This is an optimization exercise on Yosys and OpenROAD, whose aim is small area, a short achievable clock period and few clock cycles per item, not a production implementation.
In this exercise RTL edits were held to simulation tests only and were not proved equivalent to the original.

==> run F: inputs <==
// qrd_top
module qrd_top #(
    parameter int NUM_LANES = qrd_pkg::NUM_LANES,
    parameter int ROW_BITS  = qrd_pkg::ROW_BITS,
    parameter int COL_BITS  = qrd_pkg::COL_BITS
) (
    input  logic                               clk,
    input  logic                               is_reset_signal_written,
    input  logic                               csr_cyc,
    input  logic                               csr_stb,
    input  logic                               csr_we,
    input  logic [qrd_pkg::CSR_ADDR_BITS-1:0]  csr_adr,
    input  logic [qrd_pkg::CSR_DATA_BITS-1:0]  csr_dat_w,
    input  logic                               mem_ack,
    input  logic [qrd_pkg::LINE_BITS-1:0]      mem_dat_r,
    output logic                               csr_ack,
    output logic [qrd_pkg::CSR_DATA_BITS-1:0]  csr_dat_r,
    output logic                               mem_cyc,
    output logic                               mem_stb,
    output logic                               mem_we,
    output logic [qrd_pkg::LINE_ADDR_BITS-1:0] mem_adr,
    output logic [qrd_pkg::LINE_BITS-1:0]      mem_dat_w
);
clock: 5.0 ns
lec_check: 0
cap_margin: 20
core_margin: 2
core_utilization: 45
cts_cluster_diameter: 100
cts_cluster_size: 24
setup_slack_margin: 2.1
slew_margin: 20
tns_end_percent: 10
run.sh (not shown) runs the stock make flow with config.mk's settings and CLKGATE_MAP_FILE= SYNTH_SCRIPT=/design/flow/synth_recipe.tcl, a recipe that flattens the netlist after the stock synthesis.
==> run A (differences from run F) <==
--- a/flow/design.v
+++ b/flow/design.v
@@ -121,11 +121,10 @@
     logic [3:0]            st_q;
     logic [3:0]            st_d;
     logic                  stale_q;
     logic                  done_q;
     logic [7:0]            count_q;
-    logic [7:0]            count_p1_q;
     logic [LINE_ADDR_BITS-1:0] mem_adr_q;
     logic [CMD_BITS-1:0]   cmd_q;
     logic [RES_BITS-1:0]   result_q;
     logic                  rd_ack;
     logic                  wr_ack;
@@ -134,13 +133,10 @@
     logic                  mem_we_q;
     logic                  adr_idle_q;
     logic                  busy_d;
     logic                  done_d;
     logic [7:0]            count_d;
-    logic                  ack_busy_q;
-    logic                  ack_done_q;
-    logic [7:0]            ack_count_q;
     logic [CMD_BITS-1:0]   rd_src;
     assign rd_ack = mem_ack && st_q[S_READ];
     assign wr_ack = mem_ack && st_q[S_WRITE];
     assign go     = start && !busy_q;
     assign mem_stb = st_q[S_READ] || st_q[S_WRITE]
@@ -148,16 +144,16 @@
                   || (start_ok_q && start);
     assign mem_cyc = mem_stb;
     assign mem_we  = mem_we_q;
     assign mem_adr = adr_idle_q ? wr_in_data : mem_adr_q;
     assign mem_dat_w = LINE_BITS'(result_q);
-    assign busy      = mem_ack ? ack_busy_q  : busy_q;
-    assign done      = mem_ack ? ack_done_q  : done_q;
-    assign job_count = mem_ack ? ack_count_q : count_q;
+    assign busy      = busy_q;
+    assign done      = done_q;
+    assign job_count = count_q;
     assign busy_d  = go || (busy_q && !wr_ack);
     assign done_d  = wr_ack || (done_q && !go);
-    assign count_d = wr_ack ? count_p1_q : count_q;
+    assign count_d = wr_ack ? count_q + 8'd1 : count_q;
     always_comb begin
         st_d = st_q;
         if (st_q[S_IDLE] && (wr_in_addr || go)) begin
             st_d = 4'b0001 << S_READ;
         end
@@ -178,11 +174,10 @@
             st_q       <= 4'b0001 << S_IDLE;
             stale_q    <= 1'b0;
             busy_q     <= 1'b0;
             done_q     <= 1'b0;
             count_q    <= 8'd0;
-            count_p1_q <= 8'd1;
         end else begin
             st_q   <= st_d;
             busy_q <= busy_d;
             done_q <= done_d;
             if (st_q[S_READ]) begin
@@ -190,14 +185,11 @@
                     stale_q <= 1'b0;
                 end else if (wr_in_addr) begin
                     stale_q <= 1'b1;
                 end
             end
-            if (wr_ack) begin
-                count_q    <= count_p1_q;
-                count_p1_q <= count_p1_q + 8'd1;
-            end
+            count_q <= count_d;
         end
     end
     always_ff @(posedge clk) begin
         if ((st_q[S_IDLE] || st_q[S_READY]) && wr_in_addr) begin
             mem_adr_q <= wr_in_data;
@@ -212,20 +204,14 @@
     always_ff @(posedge clk) begin
         if (is_reset_signal_written) begin
             start_ok_q  <= 1'b0;
             mem_we_q    <= 1'b0;
             adr_idle_q  <= 1'b1;
-            ack_busy_q  <= 1'b0;
-            ack_done_q  <= 1'b0;
-            ack_count_q <= 8'd0;
         end else begin
             start_ok_q  <= st_d[S_READY] && !lane_clear;
             mem_we_q    <= st_d[S_READY] || st_d[S_WRITE];
             adr_idle_q  <= !(st_d[S_READ] || st_d[S_READY] || st_d[S_WRITE]);
-            ack_busy_q  <= busy_d && !st_d[S_WRITE];
-            ack_done_q  <= done_d || st_d[S_WRITE];
-            ack_count_q <= st_d[S_WRITE] ? count_p1_q : count_d;
         end
     end
     always_ff @(posedge clk) begin
         if (st_q[S_READ]) begin
             cmd_q <= mem_dat_r[CMD_BITS-1:0];
==> results.txt <==
Area after synthesis is about the same in run A and run F. Against run F, the cell count of run A is lower by 0.85%. Via count is about the same in run F and run A. Count of clock-buffer cells in the layout: run F is higher than run A (7). Against run F, the critical path depth of run A is higher by 9.
Testbench counts of run F, summed over its fixed seeds: cycles 11,012, jobs 2,000.
Testbench counts of run A, summed over its fixed seeds: cycles 12,932, jobs 2,000.

## re-timing with driven ports
The flow's constraints put no driver on any port. The routed layouts listed below were extracted and timed again, unchanged, in two steps.
Step 1: set_driving_cell puts a clkbuf_16 on clk and a buf_2 on each other input, an assumption about the parent block.
Step 2 adds t to the input delays and takes it off the output delays; t is the mean of the earliest and latest rising clock arrival at the registers after step 1. Input paths then give back, and output paths get back, about the clock's delay inside the block.
a / b / c = ideal / step 1 / step 2; a / b = the first two.
run | t (ns) | slack for setup (ns) | worst setup path after step 2 | slew at the worst register clock pin (ns) | worst data-port slew with drivers (ns)
run F | 1.167 | 1.682 / 1.507 / 0.448 | input to register | 0.11 / 0.11 | 0.46
run A | 1.121 | 1.697 / 1.600 / 0.700 | input to register | 0.10 / 0.10 | 0.46
After both steps setup and hold are still met in every run listed. For run F, which loses most, drivers alone change the setup slack by -0.175 ns; drivers and shift together by -1.234 ns.
